Background: an optimization exercise with open tools, aiming at a short achievable clock period and few clock cycles. Do not read the settings as production practice.
RTL that was checked went through simulation tests only; none was proved equivalent to the original.
For run 1, only the layout was checked, not whether the RTL still works.
No activity file was given, so power comes from the tool's default toggle rates.

--- flow/config.mk ---
export PLATFORM = sky130hd
export DESIGN_NAME = mips_cpu
export DESIGN_NICKNAME = mips_cpu
export VERILOG_FILES = /design/flow/design.v
export SDC_FILE = /design/flow/constraint.sdc
export NUM_CORES = 4
export LEC_CHECK = 0
export ABC_CLOCK_PERIOD_IN_PS = 2500
export CAP_MARGIN = 20
export CORE_MARGIN = 2
export CORE_UTILIZATION = 40
export SETUP_SLACK_MARGIN = 5
export SLEW_MARGIN = 20
--- flow/constraint.sdc ---
create_clock -name core_clock -period 10.0 [get_ports {clk}]
set_input_delay 2.0000 -clock core_clock [delete_from_list [all_inputs] [get_ports {clk}]]
set_output_delay 2.0000 -clock core_clock [all_outputs]
set_load 0.01 [all_outputs]
--- flow/design.v ---
`default_nettype none
package cpu_pkg;
    typedef logic [31:0] word_t;       
    typedef logic [4:0]  reg_addr_t;   
    typedef logic [5:0]  opcode_t;     
    localparam opcode_t OP_RTYPE = 6'b000_000;
    localparam opcode_t OP_J     = 6'b000_010;
    localparam opcode_t OP_BEQ   = 6'b000_100;
    localparam opcode_t OP_BNE   = 6'b000_101;
    localparam opcode_t OP_ADDIU = 6'b001_001;
    localparam opcode_t OP_LW    = 6'b100_011;
    localparam opcode_t OP_SW    = 6'b101_011;
    localparam logic [5:0] FUNCT_ADDU = 6'b100_001;
    localparam logic [5:0] FUNCT_OR   = 6'b100_101;
    localparam logic [5:0] FUNCT_SLT  = 6'b101_010;
    typedef struct packed {
        opcode_t   op;
        reg_addr_t rs;
        reg_addr_t rt;
        logic [15:0] imm16;   
    } instr_t;
    typedef enum logic [1:0] {alu_add, alu_sub, alu_or, alu_slt} alu_op_e;
    typedef enum logic {src_a_pc, src_a_reg} src_a_e;
    typedef enum logic [1:0] {
        src_b_reg, src_b_four, src_b_imm, src_b_imm_shift
    } src_b_e;
    typedef enum logic [1:0] {pc_src_alu, pc_src_alu_out, pc_src_jump} pc_src_e;
    typedef struct packed {
        logic    pc_write;       
        logic    pc_write_beq;   
        logic    pc_write_bne;   
        logic    mem_read;
        logic    mem_write;
        logic    reg_write;
        logic    mem_to_reg;     
        logic    reg_dst_rd;     
        pc_src_e pc_src;
        alu_op_e alu_op;
        src_a_e  src_a;
        src_b_e  src_b;
    } ctrl_t;
endpackage
`default_nettype wire
`default_nettype none
module mips_cpu
#(
    parameter cpu_pkg::word_t reset_pc = '0
)
(
    input  wire logic  clk,
    input  wire logic  rst,
    input  cpu_pkg::word_t      instruction,   
    input  cpu_pkg::word_t      read_data,     
    output cpu_pkg::word_t      pc,
    output cpu_pkg::word_t      address,
    output cpu_pkg::word_t      write_data,
    output logic       mem_read,
    output logic       mem_write
);
    logic [31:0] pc_q;         
    logic        valid_d;
    logic        stall;        
    logic [31:0] ir_d;
    logic [31:0] pc_d;
    logic [31:0] pc4_d;
    logic        valid_e;
    logic [4:0]  rd_e;
    logic        lw_e, sw_e, beq_e, bne_e, j_e, or_e, slt_e;
    logic        fa_e, fb_e, fc_e;
    logic        fl_e;           
    logic [31:0] a_e, b_e, c_e;
    logic [31:0] tgt_e;
    logic [31:0] seq_e;
    logic [4:0]  rd_m;
    logic        lw_m;
    logic        sw_m;
    logic [31:0] res_m;
    logic [31:0] sd_m;
    logic [4:0]  rd_w;
    logic [31:0] val_w;
    logic [31:0] regs [32];
    logic [31:0] rvalid;
    logic        mispredict;
    assign pc = pc_q;
    logic [5:0]  f_op;
    logic [4:0]  f_rs, f_rt;
    logic        f_j, f_beq, f_bne, f_pred;
    logic        f_use_rs, f_use_rt;
    logic [7:0]  f_boff;
    logic [31:0] f_tgt;
    logic [31:0] pc_plus4;
    logic        f_hazard;
    logic [31:0] redir_pc;
    assign f_op  = instruction[31:26];
    assign f_rs  = instruction[25:21];
    assign f_rt  = instruction[20:16];
    assign f_j   = (f_op == cpu_pkg::OP_J);
    assign f_beq = (f_op == cpu_pkg::OP_BEQ);
    assign f_bne = (f_op == cpu_pkg::OP_BNE);
    assign f_pred = f_j | (f_beq & (f_rs == f_rt)) | (f_bne & (f_rs != f_rt));
    assign f_use_rs = (f_op == cpu_pkg::OP_RTYPE) | (f_op == cpu_pkg::OP_ADDIU)
                    | (f_op == cpu_pkg::OP_LW) | (f_op == cpu_pkg::OP_SW)
                    | f_beq | f_bne;
    assign f_use_rt = (f_op == cpu_pkg::OP_RTYPE) | f_beq | f_bne;
    assign f_boff = pc[9:2] + instruction[7:0] + 8'd1;
    assign f_tgt  = f_j ? {pc[31:28], instruction[25:0], 2'b00}
                        : {pc[31:10], f_boff, 2'b00};
    assign pc_plus4 = pc + 32'd4;
    assign f_hazard = valid_d & (ir_d[31:26] == cpu_pkg::OP_LW) & (ir_d[20:16] != 5'd0)
                    & ((f_use_rs & (f_rs == ir_d[20:16])) | (f_use_rt & (f_rt == ir_d[20:16])));
    always_ff @(posedge clk)
    begin
        if (rst)
        begin
            pc_q  <= reset_pc;
            stall <= 1'b0;
        end
        else
        begin
            if (mispredict)
                pc_q <= redir_pc;
            else if (stall)
                pc_q <= pc_q;
            else if (f_pred)
                pc_q <= f_tgt;
            else
                pc_q <= pc_plus4;
            stall <= ~mispredict & ~stall & f_hazard;
        end
    end
    always_ff @(posedge clk)
    begin
        if (rst | mispredict)
            valid_d <= 1'b0;
        else if (~stall)
            valid_d <= 1'b1;
        if (~stall)
        begin
            ir_d   <= instruction;
            pc_d   <= pc;
            pc4_d  <= pc_plus4;
        end
    end
    logic [5:0]  d_op;
    logic [4:0]  d_rs, d_rt, d_rd;
    logic [5:0]  d_funct;
    logic [31:0] d_imm;
    logic        d_rtype, d_addiu, d_lw, d_sw, d_beq, d_bne, d_j;
    logic [4:0]  d_dest;
    logic        d_use_imm;
    logic [31:0] d_tgt;
    logic [31:0] rs_val, rt_val;
    logic        d_go;
    assign d_op    = ir_d[31:26];
    assign d_rs    = ir_d[25:21];
    assign d_rt    = ir_d[20:16];
    assign d_rd    = ir_d[15:11];
    assign d_funct = ir_d[5:0];
    assign d_imm   = {{16{ir_d[15]}}, ir_d[15:0]};
    assign d_rtype = (d_op == cpu_pkg::OP_RTYPE);
    assign d_addiu = (d_op == cpu_pkg::OP_ADDIU);
    assign d_lw    = (d_op == cpu_pkg::OP_LW);
    assign d_sw    = (d_op == cpu_pkg::OP_SW);
    assign d_beq   = (d_op == cpu_pkg::OP_BEQ);
    assign d_bne   = (d_op == cpu_pkg::OP_BNE);
    assign d_j     = (d_op == cpu_pkg::OP_J);
    assign d_dest    = d_rtype ? d_rd : ((d_addiu | d_lw) ? d_rt : 5'd0);
    assign d_use_imm = d_addiu | d_lw | d_sw;
    assign d_tgt = d_j ? {pc4_d[31:28], ir_d[25:0], 2'b00}
                       : (pc4_d + {d_imm[29:0], 2'b00});
    logic [31:0] rf_rs, rf_rt;
    assign rf_rs = rvalid[d_rs] ? regs[d_rs] : 32'd0;
    assign rf_rt = rvalid[d_rt] ? regs[d_rt] : 32'd0;
    always_comb
    begin
        if ((rd_m != 5'd0) && (rd_m == d_rs))
            rs_val = lw_m ? read_data : res_m;
        else if ((rd_w != 5'd0) && (rd_w == d_rs))
            rs_val = val_w;
        else
            rs_val = rf_rs;
        if ((rd_m != 5'd0) && (rd_m == d_rt))
            rt_val = lw_m ? read_data : res_m;
        else if ((rd_w != 5'd0) && (rd_w == d_rt))
            rt_val = val_w;
        else
            rt_val = rf_rt;
    end
    assign d_go = valid_d & ~stall & ~mispredict;
    always_ff @(posedge clk)
    begin
        if (rst | ~d_go)
        begin
            valid_e <= 1'b0;
            rd_e    <= 5'd0;
            lw_e    <= 1'b0;
            sw_e    <= 1'b0;
            beq_e   <= 1'b0;
            bne_e   <= 1'b0;
            j_e     <= 1'b0;
        end
        else
        begin
            valid_e <= 1'b1;
            rd_e    <= d_dest;
            lw_e    <= d_lw;
            sw_e    <= d_sw;
            beq_e   <= d_beq;
            bne_e   <= d_bne;
            j_e     <= d_j;
        end
        or_e  <= d_rtype & (d_funct == cpu_pkg::FUNCT_OR);
        slt_e <= d_rtype & (d_funct == cpu_pkg::FUNCT_SLT);
        fa_e  <= (rd_e != 5'd0) & (rd_e == d_rs);
        fb_e  <= (rd_e != 5'd0) & (rd_e == d_rt) & ~d_use_imm;
        fc_e  <= (rd_e != 5'd0) & (rd_e == d_rt) & ~lw_e;
        fl_e  <= (rd_e != 5'd0) & (rd_e == d_rt) & lw_e;
        a_e   <= rs_val;
        b_e   <= d_use_imm ? d_imm : rt_val;
        c_e   <= rt_val;
        tgt_e <= d_tgt;
        seq_e <= pc4_d;
    end
    logic [31:0] op_a, op_b, op_c;
    logic [31:0] alu;
    logic        eq, taken, hit_t, hit_s;
    assign op_a = fa_e ? res_m : a_e;
    assign op_b = fb_e ? res_m : b_e;
    assign op_c = fc_e ? res_m : c_e;
    logic [31:0] sum00, sum10, sum01, sum11, sum;
    logic        lt00, lt10, lt01, lt;
    assign sum00 = a_e + b_e;
    assign sum10 = res_m + b_e;
    assign sum01 = a_e + res_m;
    assign sum11 = {res_m[30:0], 1'b0};
    assign lt00  = $signed(a_e) < $signed(b_e);
    assign lt10  = $signed(res_m) < $signed(b_e);
    assign lt01  = $signed(a_e) < $signed(res_m);
    assign sum = fa_e ? (fb_e ? sum11 : sum10) : (fb_e ? sum01 : sum00);
    assign lt  = fa_e ? (~fb_e & lt10) : (fb_e ? lt01 : lt00);
    always_comb
    begin
        if (or_e)
            alu = op_a | op_b;
        else if (slt_e)
            alu = {31'd0, lt};
        else
            alu = sum;
    end
    logic        q00, q10, q01;
    logic        t_eq, t_ne, mis_eq, mis_ne;
    assign q00 = (a_e == c_e);
    assign q10 = (res_m == c_e);
    assign q01 = (a_e == res_m);
    assign eq  = fa_e ? (fc_e | q10) : (fc_e ? q01 : q00);
    assign hit_t = valid_d & (tgt_e == pc_d);
    assign hit_s = valid_d & (seq_e == pc_d);
    assign t_eq   = j_e | beq_e;
    assign t_ne   = j_e | bne_e;
    assign mis_eq = valid_e & (t_eq ? ~hit_t : ~hit_s);
    assign mis_ne = valid_e & (t_ne ? ~hit_t : ~hit_s);
    assign taken      = eq ? t_eq : t_ne;
    assign mispredict = eq ? mis_eq : mis_ne;
    assign redir_pc   = taken ? tgt_e : seq_e;
    always_ff @(posedge clk)
    begin
        if (rst)
        begin
            rd_m <= 5'd0;
            lw_m <= 1'b0;
            sw_m <= 1'b0;
        end
        else
        begin
            rd_m <= rd_e;
            lw_m <= lw_e;
            sw_m <= sw_e;
        end
        res_m <= alu;
        sd_m  <= fl_e ? read_data : op_c;
    end
    assign address    = res_m;
    assign write_data = sd_m;
    assign mem_read   = lw_m;
    assign mem_write  = sw_m;
    always_ff @(posedge clk)
    begin
        if (rst)
            rd_w <= 5'd0;
        else
            rd_w <= rd_m;
        val_w <= lw_m ? read_data : res_m;
    end
    always_ff @(posedge clk)
    begin
        if (rd_w != 5'd0)
            regs[rd_w] <= val_w;
    end
    always_ff @(posedge clk)
    begin
        if (rst)
            rvalid <= '0;
        else if (rd_w != 5'd0)
            rvalid[rd_w] <= 1'b1;
    end
endmodule
`default_nettype wire
--- flow/flow/run.sh ---
#!/bin/bash
set -o pipefail
MARGIN=${MARGIN:-7}
bash standard.sh SETUP_SLACK_MARGIN=$MARGIN finish > flow_standard.log 2>&1
--- flow/standard.sh ---
#!/bin/bash
# synth_recipe.tcl (not shown) runs the flow's synth.tcl, then flattens the netlist and writes it again
# the make line also repeats each setting of config.mk as NAME=value (left out here)
make -C /OpenROAD-flow-scripts/flow DESIGN_CONFIG=/design/flow/config.mk WORK_HOME=/design/flow/orfs CLKGATE_MAP_FILE= SYNTH_SCRIPT=/design/flow/synth_recipe.tcl "${@:-finish}"
==> reports/metrics.json, run 1 <==
{
  "placement": {
    "gpl.final_weighted_congestion": 0.912,
    "hpwlAfterDp_um": 143000,
    "port_buffers": 163,
    "detailedPlace.worstSlack_ns": 4.33
  },
  "grt": {
    "grtUsageTotal_pct": 26.9,
    "number_of_antenna_violations_at_the_first_check_in_global_routing": 11,
    "gr-total-overflow": 0,
    "maximum_number_of_pins_on_one_net_before_global_route_repair": 72,
    "first_pass_grt_wire_length_um": 359000,
    "first_global_vias": 48809
  },
  "setup_path": {
    "critPathArrivalTime_ns": 4.14,
    "max_stage_delay_ns": 0.37,
    "critical_path.n_buffers_inverters": 5,
    "cp_data_required_time_ns": 10.66,
    "critical-path-top-delay-family": "compound AO/OA/AOI/OAI gates",
    "cp_cell_sequence": "buf_8 -> inv_8 -> ha_4 -> inv_2 -> fa_2 -> a21o_1 -> a21oi_2 -> buf_4 -> buf_6 -> xnor2_2 -> o211ai_1 -> o21ai_1 -> nor2_1 -> a211oi_1 -> a2111oi_0",
    "cp-start-kind": "input pin",
    "timing.setup.critical_path_class": "in2reg",
    "crit_slowest_cell": "a2111oi_0",
    "critPathCaptureType": "flop",
    "critPathMaxFanout": 2
  },
  "routing": {
    "vias": 49777,
    "route.detailed.wl_per_inst_um": 32.4,
    "ant_nets": 0,
    "drt_pre_antenna_iters": 8,
    "drt_drc_violations_left": 0,
    "finalWirelength_um": 258000,
    "starting_drc_count_in_detailed_routing": 6389,
    "vias_per_cell": 6.24
  },
  "cells_and_area": {
    "fillerInstances": 14988,
    "final_util_pct": 50.3,
    "layout.nets": 5644,
    "drive_above_1_share_pct": 39.2,
    "multiInputGateArea_mm2": 0.0343,
    "seq_area_mm2": 0.0412,
    "layout-area-overhead-vs-synth_pct": 24.9
  },
  "job": {
    "max_cap_violations": 0
  },
  "clocking": {
    "clock-sinks": 1479,
    "cts-buffers-inserted": 158,
    "number_of_h_tree_levels": 4,
    "tritoncts": "built",
    "worst_skew_pair.late_latency_ns": 0.81,
    "clk_root_buffer_cell": "clkbuf_16",
    "path_clk_slew_ns": 0.06,
    "cts.path.max_buffers": 3
  },
  "sta": {
    "setup_viol": 0,
    "period_needed_ns": 3.49,
    "final-max-slew-violation-count": 0,
    "max_freq_ghz": 0.287,
    "grt_setup_unrepaired": "yes",
    "final_critical_path_setup_slack_ns": 6.51,
    "max_slew_margin_pct": 13.5,
    "period_share_pct": 34.9,
    "worst-slew-pin-transition_ns": 1.30,
    "timing.clock.skew_ns": 0.0329,
    "final.setup.tns_ns": 0,
    "report.final.hold_viol_count": 0
  },
  "logic_synthesis": {
    "yosysWarningCount": 1,
    "flip_flop_and_latch_count_after_synthesis": 1479,
    "synth_async_sr_flop_share_pct": 0,
    "synth_top_area_share_pct": 45.5,
    "dominantRegCellSynth": "edfxtp_1",
    "number_of_flops_mapped_to_enable_cells_by_yosys": 1118,
    "mappedNetlistNets": 5154,
    "avgSynthCellArea_um2": 15.1,
    "leading_area_contributor_after_synthesis": "edfxtp_1",
    "synthMostInstantiatedCell": "edfxtp_1",
    "total_standard_cell_area_after_synthesis_mm2": 0.0738,
    "synthTopCellsByCount": "edfxtp_1, mux4_2, dfxtp_1",
    "synth_cell_type_count": 85,
    "syn-instance-count": 4885,
    "post_synth_main_area_contributors": "edfxtp_1, mux4_2, dfxtp_1",
    "seq_total_area_yosys_pct": 55.3
  },
  "floorplan": {
    "design.die.area_mm2": 0.188,
    "num_io_pins": 164,
    "core_region_area_mm2": 0.183,
    "initial_utilization_pct": 40.3,
    "rows": 157,
    "chipHeight_um": 433,
    "chipWidth_um": 433
  },
  "power": {
    "ir_drop_mv": 0.167,
    "power_leakage_nw": 31.7,
    "power-per-cell-area_mw_per_mm2": 153,
    "total_power_w": 0.0141
  },
  "min_path": {
    "hold_path.class": "reg2reg"
  },
  "run_status": {
    "status": "timing/DRC/antenna clean"
  }
}
==> placed cells by master (no fill, tap or decap), drive strengths merged, types with 107 or more instances in the layout <==
| master | netlist | routed |
|---|---|---|
| clkbuf | 211 | 233 |
| dfxtp | 361 | 361 |
| inv | 173 | 179 |
| ha | 199 | 199 |
| mux4 | 660 | 660 |
| nand2 | 164 | 165 |
| a21oi | 252 | 253 |
| edfxtp | 1118 | 1118 |
| buf | 100 | 564 |
| o21ai | 209 | 209 |
| mux2 | 107 | 107 |
| nor2 | 269 | 271 |
| xnor2 | 219 | 219 |
==> registers in the layout (all words and copies together), names as in the netlist, 30 cells and up, named ones only <==
register	count
pc_d	30
pc_q	32
b_e	32
sd_m	32
val_w	32
c_e	32
res_m	32
seq_e	32
rvalid	32
ir_d	32
tgt_e	32
pc4_d	32
regs	1024
a_e	32
==> path summary, 6_finish.rpt <==
check,end,slack [ns],from,depth (start not counted)
worst min register to register,seq_e[27]$_DFF_P_,0.39,pc4_d[27]$_DFFE_PN_,0
worst max-delay path,pc_q[6]$_SDFFE_PP0P_,6.51,instruction[0],15
worst max register to register,pc_q[8]$_SDFFE_PP0P_,6.60,res_m[31]$_DFF_P_,15
worst min-delay path,seq_e[27]$_DFF_P_,0.39,pc4_d[27]$_DFFE_PN_,0
==> power by group <==
part           switching (W)  total [W]  internal [W]
combinational       0.000730    0.00145      0.000720
sequential          0.000132    0.00677       0.00663
clock                0.00250    0.00592       0.00342
==> metrics by stage <==
step	area (um2)	cells	hold slack [ns]
floorplan	74200	4885	0.355
CTS	90100	7885	0.387
detailed placement	78500	7298	0.370
global route	92100	7974	0.394
finish	92100	7975	0.386
global placement	78500	7297	0.369
==> layer usage <==
layer | GRT usage (%) | vias to the layer above | share of wire [%] | wire, um
met5 | 0 | - | 0 | 0
met4 | 12.6 | 0 | 5.2 | 13300
met3 | 4.51 | 584 | 8.8 | 22600
met2 | 43.1 | 2852 | 48 | 124000
met1 | 35.6 | 25744 | 38 | 98700
li1 | - | 20597 | - | -
==> what timing repair did <==
item	4_1_cts	5_1_grt
setup endpoints to repair	1304	1003
hold buffers	0	0
pin swaps	199	138
resized for setup	1329	238
setup buffers	246	71
gates cloned	53	11
hold endpoints to repair	0	0
==> area by class of cell <==
cell class	count	share of cell area, %
diodes	8	0.0217
clock buffers	221	4.87
clock inverters	67	0.718
inverters	175	0.733
multi-input cells	2925	37.3
flip-flops and latches	1479	44.7
well taps	2464	3.35
repair buffers	636	8.38
==> kinds of logic (layout without fill, tap and decap cells) <==
| family | count (synthesis) | after routing | share of synthesized area [%] |
|---|---|---|---|
| XOR/XNOR | 295 | 295 | 3.50 |
| AND/OR/NAND/NOR | 751 | 754 | 4.84 |
| buffers and inverters | 486 | 1099 | 2.68 |
| adder cells (fa/ha/maj) | 203 | 203 | 3.48 |
| other | 0 | 8 | 0 |
| multiplexers | 841 | 842 | 22.8 |
| AO/OA/AOI/OAI | 830 | 831 | 7.42 |
| flip-flops | 1479 | 1479 | 55.3 |
==> run 2: changes to the inputs <==
--- a/flow/design.v
+++ b/flow/design.v
@@ -110,2 +110,6 @@
                     & ((f_use_rs & (f_rs == ir_d[20:16])) | (f_use_rt & (f_rt == ir_d[20:16])));
+    logic [31:0] pc_alt;         
+    logic        f_take;
+    assign pc_alt = mispredict ? redir_pc : (stall ? pc_q : pc_plus4);
+    assign f_take = f_pred & ~mispredict & ~stall;
     always_ff @(posedge clk)
@@ -119,10 +123,3 @@
         begin
-            if (mispredict)
-                pc_q <= redir_pc;
-            else if (stall)
-                pc_q <= pc_q;
-            else if (f_pred)
-                pc_q <= f_tgt;
-            else
-                pc_q <= pc_plus4;
+            pc_q <= f_take ? f_tgt : pc_alt;
             stall <= ~mispredict & ~stall & f_hazard;
@@ -189,2 +186,4 @@
     assign d_go = valid_d & ~stall & ~mispredict;
+    logic        e_live;         
+    assign e_live = valid_e & (rd_e != 5'd0);
     always_ff @(posedge clk)
@@ -192,27 +191,17 @@
         if (rst | ~d_go)
-        begin
             valid_e <= 1'b0;
-            rd_e    <= 5'd0;
-            lw_e    <= 1'b0;
-            sw_e    <= 1'b0;
-            beq_e   <= 1'b0;
-            bne_e   <= 1'b0;
-            j_e     <= 1'b0;
-        end
-        else
-        begin
+        else
             valid_e <= 1'b1;
-            rd_e    <= d_dest;
-            lw_e    <= d_lw;
-            sw_e    <= d_sw;
-            beq_e   <= d_beq;
-            bne_e   <= d_bne;
-            j_e     <= d_j;
-        end
+        rd_e  <= d_dest;
+        lw_e  <= d_lw;
+        sw_e  <= d_sw;
+        beq_e <= d_beq;
+        bne_e <= d_bne;
+        j_e   <= d_j;
         or_e  <= d_rtype & (d_funct == cpu_pkg::FUNCT_OR);
         slt_e <= d_rtype & (d_funct == cpu_pkg::FUNCT_SLT);
-        fa_e  <= (rd_e != 5'd0) & (rd_e == d_rs);
-        fb_e  <= (rd_e != 5'd0) & (rd_e == d_rt) & ~d_use_imm;
-        fc_e  <= (rd_e != 5'd0) & (rd_e == d_rt) & ~lw_e;
-        fl_e  <= (rd_e != 5'd0) & (rd_e == d_rt) & lw_e;
+        fa_e  <= e_live & (rd_e == d_rs);
+        fb_e  <= e_live & (rd_e == d_rt) & ~d_use_imm;
+        fc_e  <= e_live & (rd_e == d_rt) & ~lw_e;
+        fl_e  <= e_live & (rd_e == d_rt) & lw_e;
         a_e   <= rs_val;
@@ -229,13 +218,2 @@
     assign op_c = fc_e ? res_m : c_e;
-    logic [31:0] sum00, sum10, sum01, sum11, sum;
-    logic        lt00, lt10, lt01, lt;
-    assign sum00 = a_e + b_e;
-    assign sum10 = res_m + b_e;
-    assign sum01 = a_e + res_m;
-    assign sum11 = {res_m[30:0], 1'b0};
-    assign lt00  = $signed(a_e) < $signed(b_e);
-    assign lt10  = $signed(res_m) < $signed(b_e);
-    assign lt01  = $signed(a_e) < $signed(res_m);
-    assign sum = fa_e ? (fb_e ? sum11 : sum10) : (fb_e ? sum01 : sum00);
-    assign lt  = fa_e ? (~fb_e & lt10) : (fb_e ? lt01 : lt00);
     always_comb
@@ -245,5 +223,5 @@
         else if (slt_e)
-            alu = {31'd0, lt};
-        else
-            alu = sum;
+            alu = ($signed(op_a) < $signed(op_b)) ? 32'd1 : 32'd0;
+        else
+            alu = op_a + op_b;
     end
@@ -274,5 +252,5 @@
         begin
-            rd_m <= rd_e;
-            lw_m <= lw_e;
-            sw_m <= sw_e;
+            rd_m <= valid_e ? rd_e : 5'd0;
+            lw_m <= valid_e & lw_e;
+            sw_m <= valid_e & sw_e;
         end
==> run 2 against run 1 <==
  * Core utilization is 0.11 points higher
  * Total power is 1.0% lower
  * Sequential power hardly changed
  * Clock-buffer cell count is 5 lower
  * Clock power is 1% lower
  * Sequential share of layout area is 1.8 points higher
  * Combinational power is 6% lower
  * Largest cell class unchanged
  * Largest power group unchanged
==> reports/metrics.json, run 2 <==
{
  "grt": {
    "maximum_number_of_pins_on_one_net_before_global_route_repair": {"value": 73, "change": "was 72"},
    "gr-total-overflow": {"value": 0, "change": "unchanged"},
    "grtUsageTotal": {"value": 26.0, "unit": "%", "change": "was 26.9%"},
    "first_global_vias": {"value": 44708, "change": "was 48809"},
    "number_of_antenna_violations_at_the_first_check_in_global_routing": {"value": 5, "change": "was 11"},
    "first_pass_grt_wire_length": {"value": 335000, "unit": "um", "change": "was 359000 um"}
  },
  "setup_path": {
    "critPathCaptureType": {"value": "flop", "change": "unchanged"},
    "critPathArrivalTime": {"value": 4.19, "unit": "ns", "change": "was 4.14 ns"},
    "timing.setup.critical_path_class": {"value": "in2reg", "change": "unchanged"},
    "cp-start-kind": {"value": "input pin", "change": "unchanged"},
    "cp_data_required_time": {"value": 10.69, "unit": "ns", "change": "was 10.66 ns"},
    "critPathMaxFanout": {"value": 8, "change": "was 2"}
  },
  "clocking": {
    "clock-sinks": {"value": 1479, "change": "unchanged"},
    "path_clk_slew": {"value": 0.06, "unit": "ns", "change": "about the same"},
    "cts-buffers-inserted": {"value": 157, "change": "was 158"},
    "clk_root_buffer_cell": {"value": "clkbuf_16", "change": "unchanged"},
    "worst_skew_pair.late_latency": {"value": 0.81, "unit": "ns", "change": "about the same"},
    "number_of_h_tree_levels": {"value": 4, "change": "unchanged"},
    "postCtsHoldBufs": {"value": 0, "change": "unchanged"},
    "cts.path.max_buffers": {"value": 3, "change": "unchanged"},
    "tritoncts": {"value": "built", "change": "unchanged"}
  },
  "routing": {
    "ant_nets": {"value": 0, "change": "unchanged"},
    "drt_pre_antenna_iters": {"value": 5, "change": "was 8"},
    "starting_drc_count_in_detailed_routing": {"value": 6032, "change": "was 6389"},
    "vias": {"value": 45631, "change": "was 49777"},
    "drt_drc_violations_left": {"value": 0, "change": "unchanged"},
    "finalWirelength": {"value": 242000, "unit": "um", "change": "was 258000 um"},
    "route.detailed.wl_per_inst": {"value": 33.1, "unit": "um", "change": "was 32.4 um"},
    "vias_per_cell": {"value": 6.24, "change": "about the same"}
  },
  "power": {
    "power_leakage": {"value": 30.7, "unit": "nW", "change": "was 31.7 nW"},
    "ir_drop": {"value": 0.153, "unit": "mV", "change": "was 0.167 mV"},
    "power-per-cell-area": {"value": 158, "unit": "mW/mm2", "change": "was 153 mW/mm2"}
  },
  "placement": {
    "hpwlAfterDp": {"value": 132000, "unit": "um", "change": "was 143000 um"},
    "port_buffers": {"value": 163, "change": "unchanged"},
    "gpl.final_weighted_congestion": {"value": 0.907, "change": "was 0.912"}
  },
  "sta": {
    "period_share": {"value": 35.1, "unit": "%", "change": "was 34.9%"},
    "max_slew_margin": {"value": 23.5, "unit": "%", "change": "was 13.5%"},
    "setup_viol": {"value": 0, "change": "unchanged"},
    "worst-slew-pin-transition": {"value": 1.15, "unit": "ns", "change": "was 1.30 ns"},
    "grt_setup_unrepaired": {"value": "yes", "change": "unchanged"},
    "timing.clock.skew": {"value": 0.0513, "unit": "ns", "change": "was 0.0329 ns"},
    "max_freq": {"value": 0.285, "unit": "GHz", "change": "was 0.287 GHz"},
    "period_needed": {"value": 3.51, "unit": "ns", "change": "was 3.49 ns"},
    "final-max-slew-violation-count": {"value": 0, "change": "unchanged"},
    "report.final.hold_viol_count": {"value": 0, "change": "unchanged"},
    "fin_hold_ws": {"value": 0.378, "unit": "ns", "change": "was 0.386 ns"},
    "final.setup.tns": {"value": 0, "unit": "ns", "change": "unchanged"}
  },
  "floorplan": {
    "chipHeight": {"value": 424, "unit": "um", "change": "was 433 um"},
    "core_region_area": {"value": 0.176, "unit": "mm2", "change": "was 0.183 mm2"},
    "design.die.area": {"value": 0.180, "unit": "mm2", "change": "was 0.188 mm2"},
    "initial_utilization": {"value": 40.2, "unit": "%", "change": "was 40.3%"},
    "chipWidth": {"value": 424, "unit": "um", "change": "was 433 um"},
    "num_io_pins": {"value": 164, "change": "unchanged"},
    "rows": {"value": 154, "change": "was 157"}
  },
  "logic_synthesis": {
    "synth_cell_type_count": {"value": 77, "change": "was 85"},
    "total_standard_cell_area_after_synthesis": {"value": 0.0707, "unit": "mm2", "change": "was 0.0738 mm2"},
    "synthTopCellsByCount": {"value": "edfxtp_1, mux4_2, dfxtp_1", "change": "unchanged"},
    "yosysWarningCount": {"value": 1, "change": "unchanged"},
    "dominantRegCellSynth": {"value": "edfxtp_1", "change": "unchanged"},
    "synth_top_area_share": {"value": 47.5, "unit": "%", "change": "was 45.5%"},
    "number_of_flops_mapped_to_enable_cells_by_yosys": {"value": 1118, "change": "unchanged"},
    "leading_area_contributor_after_synthesis": {"value": "edfxtp_1", "change": "unchanged"},
    "avgSynthCellArea": {"value": 16.1, "unit": "um2", "change": "was 15.1 um2"},
    "flip_flop_and_latch_count_after_synthesis": {"value": 1479, "change": "unchanged"},
    "synth_async_sr_flop_share": {"value": 0, "unit": "%", "change": "unchanged"},
    "mappedNetlistNets": {"value": 4584, "change": "was 5154"},
    "syn-instance-count": {"value": 4377, "change": "was 4885"},
    "post_synth_main_area_contributors": {"value": "edfxtp_1, mux4_2, dfxtp_1", "change": "unchanged"},
    "synthMostInstantiatedCell": {"value": "edfxtp_1", "change": "unchanged"},
    "seq_total_area_yosys": {"value": 57.7, "unit": "%", "change": "was 55.3%"}
  },
  "cells_and_area": {
    "largest_register_ff_count": {"value": 1024, "change": "unchanged"},
    "layout-area-overhead-vs-synth": {"value": 25.4, "unit": "%", "change": "was 24.9%"},
    "fillerInstances": {"value": 14344, "change": "was 14988"},
    "layout.nets": {"value": 5042, "change": "was 5644"},
    "drive_above_1_share": {"value": 42.5, "unit": "%", "change": "was 39.2%"},
    "layout.cells.most_common": {"value": "edfxtp_1", "change": "unchanged"},
    "layout_common_cells": {"value": "edfxtp_1, mux4_2, dfxtp_1", "change": "was edfxtp_1, mux4_2, buf_4"},
    "top_register": {"value": "regs", "change": "unchanged"}
  },
  "run_status": {
    "status": {"value": "timing/DRC/antenna clean", "change": "unchanged"}
  },
  "min_path": {
    "hold_path.class": {"value": "reg2reg", "change": "unchanged"}
  },
  "job": {
    "max_cap_violations": {"value": 0, "change": "unchanged"}
  }
}
==> run 2: cell count changes after synthesis, sizes merged, moves of 42 or more <==
cell	delta
a21oi	-95
ha	-61
mux2i	+63
nand2	-51
nor2	-59
o21ai	-132
o22ai	+42
==> run 2: layer usage <==
layer | share of wire, % | vias to the layer above | global-route usage [%]
met5 | 0.0029 | - | 0
met4 | 4.2 | 2 | 9.68
met3 | 9.3 | 492 | 5.46
met2 | 47 | 2534 | 41.4
met1 | 39 | 24046 | 35.3
li1 | - | 18557 | -
==> run 2: repair_timing <==
| item | in CTS | in global routing |
|---|---|---|
| gates cloned | 39 | 15 |
| setup buffers | 183 | 86 |
| pin swaps | 91 | 123 |
| resized for setup | 1238 | 299 |
| endpoints found under the setup margin | 1260 | 602 |
==> run 2: final timing paths <==
kind | cells past startpoint | to | startpoint | slack (ns)
worst max-delay path | 10 | pc_q[31]$_SDFFE_PP0P_ | instruction[27] | 6.49
worst min-delay path | 0 | seq_e[11]$_DFF_P_ | pc4_d[11]$_DFFE_PN_ | 0.38
worst max register to register | 13 | pc_q[5]$_SDFFE_PP0P_ | fc_e$_DFF_P_ | 6.50
worst min register to register | 0 | seq_e[11]$_DFF_P_ | pc4_d[11]$_DFFE_PN_ | 0.38
==> run 2: worst max-delay path, cell delays in order <==
cell and delay, ns:
dlygate4sd2_1 0.47, nand2b_1 0.22, a21oi_4 0.05, buf_12 0.13, o21ai_4 0.33, buf_12 0.21, nand2_8 0.09, nor2_2 0.18
xnor2_1 0.14, a2111oi_4 0.35
==> run 2: final cells by class <==
| type | instances | area [um2] | share of cell area [%] |
|---|---|---|---|
| Inverter | 162 | 623 | 0.703 |
| Clock buffer | 216 | 4350 | 4.90 |
| Clock inverter | 75 | 798 | 0.901 |
| Multi-Input combinational cell | 2458 | 31800 | 35.9 |
| Tap cell | 2340 | 2930 | 3.30 |
| Timing Repair Buffer | 577 | 6930 | 7.82 |
| Sequential cell | 1479 | 41200 | 46.4 |
| Antenna cell | 3 | 7.51 | 0.00847 |
==> run 2: cells by family (layout without fill, tap and decap cells) <==
| family | count (synthesis) | count (layout) | share of synthesized area, % |
|---|---|---|---|
| and+or+nand+nor | 598 | 599 | 4.10 |
| xor gates and xnor gates | 261 | 261 | 3.23 |
| DFF | 1479 | 1479 | 57.7 |
| muxes | 917 | 922 | 24.9 |
| other | 0 | 3 | 0 |
| buffers and inverters | 447 | 1030 | 2.49 |
| adders and majority gates | 141 | 141 | 2.53 |
| AOI/OAI and AO/OA | 534 | 535 | 5.01 |
==> run 2: through the flow <==
| stage | instances | utilization [%] | setup WS (ns) | power [W] | area, um2 |
|---|---|---|---|---|---|
| after floorplan | 4377 | - | 6.11 | 0.00758 | 71200 |
| after global placement | 6693 | 42.8 | 4.75 | 0.00797 | 75400 |
| after detailed placement | 6693 | 42.8 | 4.68 | 0.00797 | 75400 |
| after CTS | 7206 | 49.0 | 6.57 | 0.0140 | 86200 |
| after global routing | 7309 | 50.4 | 6.44 | 0.0144 | 88600 |
| final | 7310 | 50.4 | 6.49 | 0.0140 | 88600 |
==> run 2: where the power goes <==
part,switching (W),internal [W]
Clock,0.00254,0.00330
Sequential,0.000144,0.00664
Combinational,0.000686,0.000678
Testbench counts of run 2, summed over its fixed seeds: cycles 44,478.

## static timing again, ports no longer ideal
No port has a modelled driver above. Below, the same layouts with a new extraction and two added sets of constraints.
Step 1 assumes that a clkbuf_16 drives the clock port and a buf_2 every other input.
Step 2 also shifts input and output timing later by t, the mid clock arrival at the registers, as if the neighbouring blocks saw the same clock.
a / b / c = ideal / step 1 / step 2; a / b = the first two.
run | t, ns | slack for setup (ns) | hold WS [ns] | clock arrival spread, ns | pins driven straight from the clock port
run 1 | 0.889 | 6.515 / 6.483 / 5.671 | 0.386 / 0.386 / 0.386 | 0.038 / 0.039 | 1
run 2 | 0.867 | 6.494 / 6.497 / 5.686 | 0.378 / 0.378 / 0.378 | 0.053 / 0.054 | 1
After both steps setup and hold are still met in every run listed. For run 1, which loses most, drivers alone change the setup slack by -0.032 ns; drivers and shift together by -0.844 ns.
